Background: an optimization exercise with open tools, aiming at small area, a short achievable clock period and few clock cycles per item. Do not read the settings as production practice.
In this exercise RTL edits were held to simulation tests only and were not proved equivalent to the original.

## idct8_top
module idct8_top #(
        parameter int ROUND_SHIFT = 7
) (
        input  logic                    clk,
        input  logic                    reset,
        input  logic                    in_req,
        input  idct_pkg::coef_vec_t     coef,
        input  logic                    out_ack,
        output logic                    in_ack,
        output logic                    out_req,
        output idct_pkg::sample_vec_t   samples
);
Size in the first run: roughly 1500 cells after synthesis, roughly 510 flip-flops, roughly 24000 um^2 of cells after synthesis.
Settings: LEC_CHECK=0, CAP_MARGIN=20, CORE_MARGIN=2, CORE_UTILIZATION=60, SETUP_SLACK_MARGIN=5, SLEW_MARGIN=20, SYNTH_HIERARCHICAL=1, SYNTH_MINIMUM_KEEP_SIZE=0; clock period 9.0 ns.
standard.sh (not shown) runs the stock make flow with config.mk's settings and CLKGATE_MAP_FILE= SYNTH_SCRIPT=/design/flow/synth_recipe.tcl, a recipe that flattens the netlist after the stock synthesis.
==> flow/flow/run.sh <==
#!/bin/bash
# The standard layout (standard.sh, unchanged synthesis), with plain buf_1 cells as the
# input and output port buffers, and timing repair aiming 6.0 ns of slack at the 9 ns constraint
set -euo pipefail
bash standard.sh "BUFFER_PORTS_ARGS=-buffer_cell sky130_fd_sc_hd__buf_1" SETUP_SLACK_MARGIN=6.0 finish > standard.log 2>&1
Testbench counts at the start, summed over its fixed seeds: cycles 9,632, items 2,400.
Change:
CTS_CLUSTER_DIAMETER = 60   (was unset)
CTS_CLUSTER_SIZE = 20   (was unset)
=> The new run produced a clean layout; via count came out lower by 1.2%; final area went down by 2.0%; routed wire length shrinks by 1.2%; first-iteration DRC count climbs by 4.0%; register-to-register slack hardly moves; cell count is lower by 1.1%.
Change:
CORE_UTILIZATION = 40   (was 60)
CTS_CLUSTER_DIAMETER = unset   (was 60)
CTS_CLUSTER_SIZE = unset   (was 20)
After rerunning: The changed run ran to the end with no violations. Final cell count is higher by 12%. Utilization is lower by 21 points. Synthesized area stays the same. Final area is higher by 3.7%. Clock skew is higher by 0.014 ns. Synthesized cell count is unchanged. Non-clock buffer count is higher by 2. Count of clock-buffer cells in the layout is higher by 31. Via count is higher by about 2.4%.
Change:
==> flow/flow/run.sh (replaced) <==
#!/bin/bash
# The standard layout (standard.sh, unchanged synthesis), with plain buf_1 cells as the
# input and output port buffers, and timing repair aiming 5.5 ns of slack at the 9 ns constraint
set -euo pipefail
bash standard.sh "BUFFER_PORTS_ARGS=-buffer_cell sky130_fd_sc_hd__buf_1" SETUP_SLACK_MARGIN=5.5 finish > standard.log 2>&1
Result:
- non-clock buffer count came out lower by 3
- final area shrinks by 0.97%
- synthesized area is unchanged
- die area is unchanged
- clock-buffer cell count is lower by 9
- via count shrinks by 0.73%
Change:
==> flow/flow/run.sh (replaced) <==
#!/bin/bash
# The standard layout (standard.sh, unchanged synthesis), with plain buf_1 cells as the
# input and output port buffers, and timing repair aiming 6.0 ns of slack at the 9 ns constraint
set -euo pipefail
bash standard.sh "BUFFER_PORTS_ARGS=-buffer_cell sky130_fd_sc_hd__buf_1" SETUP_SLACK_MARGIN=6.0 finish > standard.log 2>&1
CORE_UTILIZATION = 60   (was 40)
CTS_CLUSTER_DIAMETER = 50   (was unset)
CTS_CLUSTER_SIZE = 16   (was unset)
Result:
- routed wire length decreases by about 8%
- worst setup slack improved by 0.37 ns
- synthesized cell count stays the same
- global-route usage increases by 7.1 points
- final area decreases by 2.2%
- utilization increases by 22 points

---

## v6
idct8_top, a different RTL version from the one above (not shown whole).
For scale: ~1500 cells after synthesis, roughly 510 flip-flops, ~280 I/O pins, roughly 23000 um2 of cells after synthesis.
Settings: LEC_CHECK=0, CAP_MARGIN=20, CORE_MARGIN=2, CORE_UTILIZATION=60, CTS_CLUSTER_DIAMETER=70, CTS_CLUSTER_SIZE=26, SETUP_SLACK_MARGIN=5, SLEW_MARGIN=20, SYNTH_HIERARCHICAL=1, SYNTH_MINIMUM_KEEP_SIZE=0; clock period 9.0 ns.
==> flow/flow/run.sh <==
#!/bin/bash
set -euo pipefail
bash standard.sh "BUFFER_PORTS_ARGS=-buffer_cell sky130_fd_sc_hd__buf_1" SETUP_SLACK_MARGIN=6.0 "CTS_ARGS=-sink_clustering_enable -repair_clock_nets -sink_clustering_size 26 -sink_clustering_max_diameter 70 -num_static_layers 1" finish > standard.log 2>&1
Testbench counts of v6, summed over its fixed seeds: cycles 9,632, items 2,400.
> inputs changed (v6 -> v7)
==> flow/flow/run.sh <==
#!/bin/bash
set -euo pipefail
bash standard.sh "BUFFER_PORTS_ARGS=-buffer_cell sky130_fd_sc_hd__buf_1" SETUP_SLACK_MARGIN=6.1 finish > standard.log 2>&1
==> comparison <==
v7 reached the end of the flow, and the finished layout is clean on the timing, DRC and antenna checks. NOTE: number of clock buffers in the layout in v7 falls short of that of v6. Routed length on met3 was lower in the run labelled v6. I/O pin count: v7 vs v6, no meaningful difference. Core utilization, v7 and v6, higher one = v7. Relative to v6, sequential share of layout area decreased by 0.32 points in v7. In the tables for v7 and v6, largest net degree at the start of global routing reads lower with v7. Relative to v6, detailed-router iteration count before antenna repair has increased by 2 in v7. Compare v7 and v6 | final cycle utilization of the critical path lower: v6. On number of buffers added by the clock tree synthesis step: v7 sits below v6. Compared with v6, v7 ends up with a larger final cell area.

---

Starting RTL as in the previous note.
==> flow/config.mk <==
export PLATFORM = sky130hd
export DESIGN_NAME = idct8_top
export DESIGN_NICKNAME = idct8_top
export VERILOG_FILES = /design/flow/design.v
export SDC_FILE = /design/flow/constraint.sdc
export NUM_CORES = 4
export LEC_CHECK = 0
export CAP_MARGIN = 20
export CORE_MARGIN = 2
export CORE_UTILIZATION = 60
export CTS_CLUSTER_DIAMETER = 70
export CTS_CLUSTER_SIZE = 26
export SETUP_SLACK_MARGIN = 5
export SLEW_MARGIN = 20
export SYNTH_HIERARCHICAL = 1
export SYNTH_MINIMUM_KEEP_SIZE = 0
==> flow/constraint.sdc <==
create_clock -name core_clock -period 9.0 [get_ports {clk}]
set_input_delay 1.8000 -clock core_clock [delete_from_list [all_inputs] [get_ports {clk}]]
set_output_delay 1.8000 -clock core_clock [all_outputs]
set_load 0.01 [all_outputs]
==> flow/flow/run.sh <==
#!/bin/bash
set -euo pipefail
bash standard.sh "BUFFER_PORTS_ARGS=-buffer_cell sky130_fd_sc_hd__buf_1" SETUP_SLACK_MARGIN=6.0 "CTS_ARGS=-sink_clustering_enable -repair_clock_nets -sink_clustering_size 26 -sink_clustering_max_diameter 70 -sink_clustering_levels 1" finish > standard.log 2>&1
The first run produced a clean layout.
Testbench counts at the start, summed over its fixed seeds: cycles 9,632, items 2,400.
Then changed:
==> flow/flow/run.sh (replaced) <==
#!/bin/bash
# The standard layout (standard.sh, unchanged synthesis), with plain buf_1 cells as the
# input and output port buffers, and timing repair aiming 6.0 ns of slack at the 9 ns constraint
set -euo pipefail
bash standard.sh "BUFFER_PORTS_ARGS=-buffer_cell sky130_fd_sc_hd__buf_1" SETUP_SLACK_MARGIN=6.0 finish > standard.log 2>&1
--- a/flow/config.mk
+++ b/flow/config.mk
@@ -8,5 +8,5 @@
 export CAP_MARGIN = 20
 export CORE_MARGIN = 2
-export CORE_UTILIZATION = 60
+export CORE_UTILIZATION = 50
 export CTS_CLUSTER_DIAMETER = 70
 export CTS_CLUSTER_SIZE = 26
Worst setup slack degrades by 0.013 ns.
Sequential cell count does not change.
Maximum frequency shrinks by about 0.45%.
Via count fell by about 0.34%.
Global-route usage fell by 3.4 points.
First-iteration DRC count increases by 37%.
Routed wire length went up by about 3.7%.
Core utilization fell by 11 points.
Final area came out higher by 0.88%.

---

Starting RTL as in the previous note.
==> flow/config.mk <==
export PLATFORM = sky130hd
export DESIGN_NAME = idct8_top
export DESIGN_NICKNAME = idct8_top
export VERILOG_FILES = /design/flow/design.v
export SDC_FILE = /design/flow/constraint.sdc
export NUM_CORES = 4
export LEC_CHECK = 0
export CAP_MARGIN = 20
export CORE_MARGIN = 2
export CORE_UTILIZATION = 60
export CTS_CLUSTER_DIAMETER = 70
export CTS_CLUSTER_SIZE = 26
export SETUP_SLACK_MARGIN = 5
export SLEW_MARGIN = 20
export SYNTH_HIERARCHICAL = 1
export SYNTH_MINIMUM_KEEP_SIZE = 0
==> flow/constraint.sdc <==
create_clock -name core_clock -period 9.0 [get_ports {clk}]
set_input_delay 1.8000 -clock core_clock [delete_from_list [all_inputs] [get_ports {clk}]]
set_output_delay 1.8000 -clock core_clock [all_outputs]
set_load 0.01 [all_outputs]
==> flow/flow/run.sh <==
#!/bin/bash
# The standard layout (standard.sh, unchanged synthesis), with plain buf_1 cells as the
# input and output port buffers, and timing repair aiming 6.0 ns of slack at the 9 ns constraint
set -euo pipefail
bash standard.sh "BUFFER_PORTS_ARGS=-buffer_cell sky130_fd_sc_hd__buf_1" SETUP_SLACK_MARGIN=6.0 finish > standard.log 2>&1
Testbench counts at the start, summed over its fixed seeds: cycles 9,632, items 2,400.
Edit:
==> flow/flow/run.sh (replaced) <==
#!/bin/bash
set -euo pipefail
bash standard.sh "BUFFER_PORTS_ARGS=-buffer_cell sky130_fd_sc_hd__buf_1" SETUP_SLACK_MARGIN=6.0 finish > standard.log 2>&1
Effect: Routed wire length does not change; worst setup slack does not change; count of clock-buffer cells in the layout stays the same; die area does not change; critical path depth is unchanged; non-clock buffer count is unchanged; area after synthesis does not change; synthesized cell count does not change; utilization does not change.
Edit:
--- a/flow/flow/run.sh
+++ b/flow/flow/run.sh
@@ -1,0 +2,2 @@
+# The standard layout (standard.sh, unchanged synthesis), with plain buf_1 cells as the
+# input and output port buffers, and timing repair aiming 6.0 ns of slack at the 9 ns constraint
- CTS_CLUSTER_DIAMETER: 70 -> 60
- CTS_CLUSTER_SIZE: 26 -> 24
The new run produced a clean layout.
Global-route usage rose by 0.20 points.
Clock skew fell by 0.0046 ns.
Via count fell slightly.
Hold slack barely changes.
Edit:
==> flow/flow/run.sh (replaced) <==
#!/bin/bash
set -euo pipefail
bash standard.sh "BUFFER_PORTS_ARGS=-buffer_cell sky130_fd_sc_hd__buf_1" SETUP_SLACK_MARGIN=6.0 finish > standard.log 2>&1
- ABC_AREA: unset -> 1
- CTS_CLUSTER_DIAMETER: 60 -> 70
- CTS_CLUSTER_SIZE: 24 -> 26
What happened: Via count grows by roughly a tenth; fmax shrinks slightly; setup slack got worse by 0.011 ns; final area grows slightly; utilization hardly moves; die area grows slightly; flip-flop and latch count does not change; non-clock buffer count grows by 2; wire length grows by a few percent.

port drivers added, routing unchanged:
In the flow no input, the clock included, has a driving cell. The finished layouts below were timed again as built, in two steps. Step 1 assumes that a clkbuf_16 drives the clock port and a buf_2 every other input. Step 2 times the ports against the registers' clock, not the clock port: input delays grow and output delays shrink by t, the midpoint of the rising clock arrivals with the driver on. a / b / c = no drivers / after step 1 / after step 2; a / b = the first two.
| run | shift t [ns] | slack for setup (ns) | hold slack, ns |
|---|---|---|---|
| the first run of note 1 | 0.638 | 6.080 / 6.024 / 5.538 | 0.396 / 0.396 / 0.396 |
| the second run of note 1 | 0.613 | 6.081 / 6.025 / 5.522 | 0.401 / 0.401 / 0.401 |
| the third run of note 1 | 0.631 | 6.067 / 6.013 / 5.474 | 0.390 / 0.390 / 0.390 |
| the fourth run of note 1 | 0.647 | 5.695 / 5.707 / 5.060 | 0.394 / 0.394 / 0.394 |
| the fifth run of note 1 | 0.624 | 6.065 / 6.009 / 5.529 | 0.395 / 0.395 / 0.395 |
| v6 | 0.647 | 6.052 / 5.993 / 5.497 | 0.389 / 0.389 / 0.389 |
| v7 | 0.647 | 5.991 / 5.936 / 5.494 | 0.400 / 0.400 / 0.400 |
| the first run of note 3 | 0.645 | 6.055 / 5.997 / 5.483 | 0.390 / 0.390 / 0.390 |
| the second run of note 3 | 0.657 | 6.042 / 5.987 / 5.421 | 0.396 / 0.396 / 0.396 |
| the first run of note 4 | 0.645 | 6.055 / 5.997 / 5.483 | 0.390 / 0.390 / 0.390 |
| the second run of note 4 | 0.645 | 6.055 / 5.997 / 5.483 | 0.390 / 0.390 / 0.390 |
| the third run of note 4 | 0.607 | 6.056 / 6.038 / 5.487 | 0.388 / 0.388 / 0.388 |
| the fourth run of note 4 | 0.650 | 6.045 / 5.988 / 5.446 | 0.387 / 0.387 / 0.387 |
After both steps every run listed still meets setup and hold. For the fourth run of note 1, which loses most, drivers alone change the setup slack by +0.012 ns; drivers and shift together by -0.635 ns.
